Context: an optimization exercise on an open-source flow, tuned for small area, a short achievable clock period and few clock cycles per item. The choices shown serve that exercise and are no tape-out recipe. RTL that was checked went through simulation tests only; none was proved equivalent to the original. Power is estimated from default activity; no workload was simulated.

== v30 ==
==> flow/design.v (excerpt) <==
module ex_unit (
	input  logic      clk,
	input  logic      rst,
	input  logic      req_i,
	output logic      ack_o,
	input  ex_pkg::alusel_t   alusel_i,
	input  ex_pkg::aluop_t    aluop_i,
	input  ex_pkg::word_t     reg1_i,
	input  ex_pkg::word_t     reg2_i,
	input  ex_pkg::reg_addr_t wd_i,
	input  logic      wreg_i,
	output ex_pkg::word_t     wdata_o,
	output ex_pkg::reg_addr_t wd_o,
	output logic      wreg_o,
	output logic      overflow_o
);
clock: 26.0 ns
lec_check: 0
abc_area: 1
cap_margin: 20
core_margin: 2
core_utilization: 40
slew_margin: 20
standard.sh (not shown) runs the stock make flow with config.mk's settings and CLKGATE_MAP_FILE= SYNTH_SCRIPT=/design/flow/synth_recipe.tcl, a recipe that flattens the netlist after the stock synthesis.
==> flow/flow/run.sh <==
#!/bin/bash
# The standard layout, except that the port buffers are buf_2 cells
# (ORFS's default choice is a clkdlybuf4s50_1 delay cell on every port),
# and the timing repair aims for setup slack well above zero
bash standard.sh BUFFER_PORTS_ARGS="-buffer_cell sky130_fd_sc_hd__buf_2" \
	SETUP_SLACK_MARGIN=17.5 finish > standard.log 2>&1
Both conditions hold for v30: the flow ran to the end and the final layout passed the timing, DRC and antenna checks.
The inputs of v19 differ from those of v30 as listed below.
- a change of CORE_UTILIZATION from 40 to 55
-- flow/flow/run.sh --
<<< v30, line 6
	SETUP_SLACK_MARGIN=17.5 finish > standard.log 2>&1
>>> v19, line 6
	SETUP_SLACK_MARGIN=18 finish > standard.log 2>&1
## What came out
- When v19 is measured against v30, its final period utilization turns out 1.9 points lower.
- When v19 is set beside v30, its total of plain and repair buffers excluding clock buffers turns out to be about 13% larger.
- Looking at sequential share of layout area across v19 and v30, the one that comes out lower is v19.
- Total power of v19 is higher than that of v30.
- Diff v19..v30 | hold path depth | unchanged
- Across both runs, worst hold slack was higher for v19 than for v30.
- v19 vs. v30: buffer count from post-CTS setup fixing went up 21, utilization went up 19 points, clock network latency to the later pin of the worst-skew pair held, core outline area went down about 28%.
No functional check of the RTL was part of any run of this note.


Starting RTL as in the previous note.
Settings: LEC_CHECK=0, ABC_AREA=1, CAP_MARGIN=20, CORE_MARGIN=2, CORE_UTILIZATION=40, SLEW_MARGIN=20; clock period 26.0 ns.
==> flow/flow/run.sh <==
#!/bin/bash
# The standard layout, except that the port buffers are buf_2 cells
# (ORFS's default choice is a clkdlybuf4s50_1 delay cell on every port),
# and the timing repair aims for setup slack well above zero
bash standard.sh BUFFER_PORTS_ARGS="-buffer_cell sky130_fd_sc_hd__buf_2" \
	SETUP_SLACK_MARGIN=18.5 finish > standard.log 2>&1
The starting point finished with timing, DRC and antenna clean.
==> next run, changes <==
--- a/flow/flow/run.sh
+++ b/flow/flow/run.sh
@@ -5,2 +5,2 @@
 bash standard.sh BUFFER_PORTS_ARGS="-buffer_cell sky130_fd_sc_hd__buf_2" \
-	SETUP_SLACK_MARGIN=18.5 finish > standard.log 2>&1
+	SETUP_SLACK_MARGIN=18 finish > standard.log 2>&1
Worst setup slack gets worse by 0.18 ns.
Synthesized cell count stays the same.
Wire length is lower by 4.6%.
Sequential cell count is unchanged.
Design area fell by 8.2%.
Cell count goes down by 1.4%.
Total power went down by 7.1%.
Fmax is lower by 2.3%.
Critical path depth went down by 5.
Sequential power stays flat.
Function was not checked in any run of this note: the RTL went through the layout flow alone.


Another version of the RTL of ex_unit (not shown whole).
Size in the first run: ~180 flip-flops, roughly 24,000 um2 of cells after synthesis.
clock: 26.0 ns
lec_check: 0
abc_area: 1
cap_margin: 20
core_margin: 2
core_utilization: 40
slew_margin: 20
==> flow/flow/run.sh <==
#!/bin/bash
# The standard layout, except that the port buffers are buf_2 cells
# (ORFS's default choice is a clkdlybuf4s50_1 delay cell on every port)
bash standard.sh BUFFER_PORTS_ARGS="-buffer_cell sky130_fd_sc_hd__buf_2" finish > standard.log 2>&1
Testbench counts at the start, summed over its fixed seeds: cycles 11,588, ops 4,800.
Change:
==> flow/flow/run.sh (replaced) <==
#!/bin/bash
# The standard layout, except that the port buffers are buf_2 cells
# (ORFS's default choice is a clkdlybuf4s50_1 delay cell on every port),
# and the timing repair aims for setup slack well above zero
bash standard.sh BUFFER_PORTS_ARGS="-buffer_cell sky130_fd_sc_hd__buf_2" \
	SETUP_SLACK_MARGIN=17.5 finish > standard.log 2>&1
Outcome: The changed run passed the timing, DRC and antenna checks; worst setup slack gains 0.70 ns; cell count stays flat; die area stays the same; area after synthesis does not change; register-to-register slack gains 0.04 ns; global-route usage barely changes.

==> re-timing with driven ports <==
In the flow no input, the clock included, has a driving cell. The finished layouts below were timed again as built, in two steps. Step 1 assumes that a clkbuf_16 drives the clock port and a buf_2 every other input. Step 2 also shifts input and output timing later by t, the mid clock arrival at the registers, as if the neighbouring blocks saw the same clock. a / b / c = ideal / step 1 / step 2; a / b = the first two.
run | t (ns) | slack for setup (ns) | worst hold slack (ns) | latest minus earliest clock arrival (ns) | worst data-port slew with drivers (ns)
v30 | 0.538 | 17.566 / 17.606 / 17.069 | 0.500 / 0.500 / 0.500 | 0.017 / 0.017 | 0.05
v19 | 0.532 | 18.054 / 18.085 / 17.553 | 0.505 / 0.505 / 0.505 | 0.013 / 0.013 | 0.06
the first run of note 2 | 0.536 | 18.236 / 18.238 / 17.701 | 0.491 / 0.491 / 0.491 | 0.017 / 0.017 | 0.07
the second run of note 2 | 0.536 | 18.054 / 18.076 / 17.540 | 0.486 / 0.486 / 0.486 | 0.015 / 0.015 | 0.07
the first run of note 3 | 0.536 | 16.803 / 16.816 / 16.280 | 0.477 / 0.477 / 0.477 | 0.015 / 0.015 | 0.06
the second run of note 3 | 0.540 | 17.498 / 17.512 / 16.971 | 0.479 / 0.479 / 0.479 | 0.016 / 0.017 | 0.06
After both steps setup and hold are still met in every run listed. The setup slack of the first run of note 2, which loses most, moves by +0.002 ns with the drivers and by -0.535 ns with both steps.
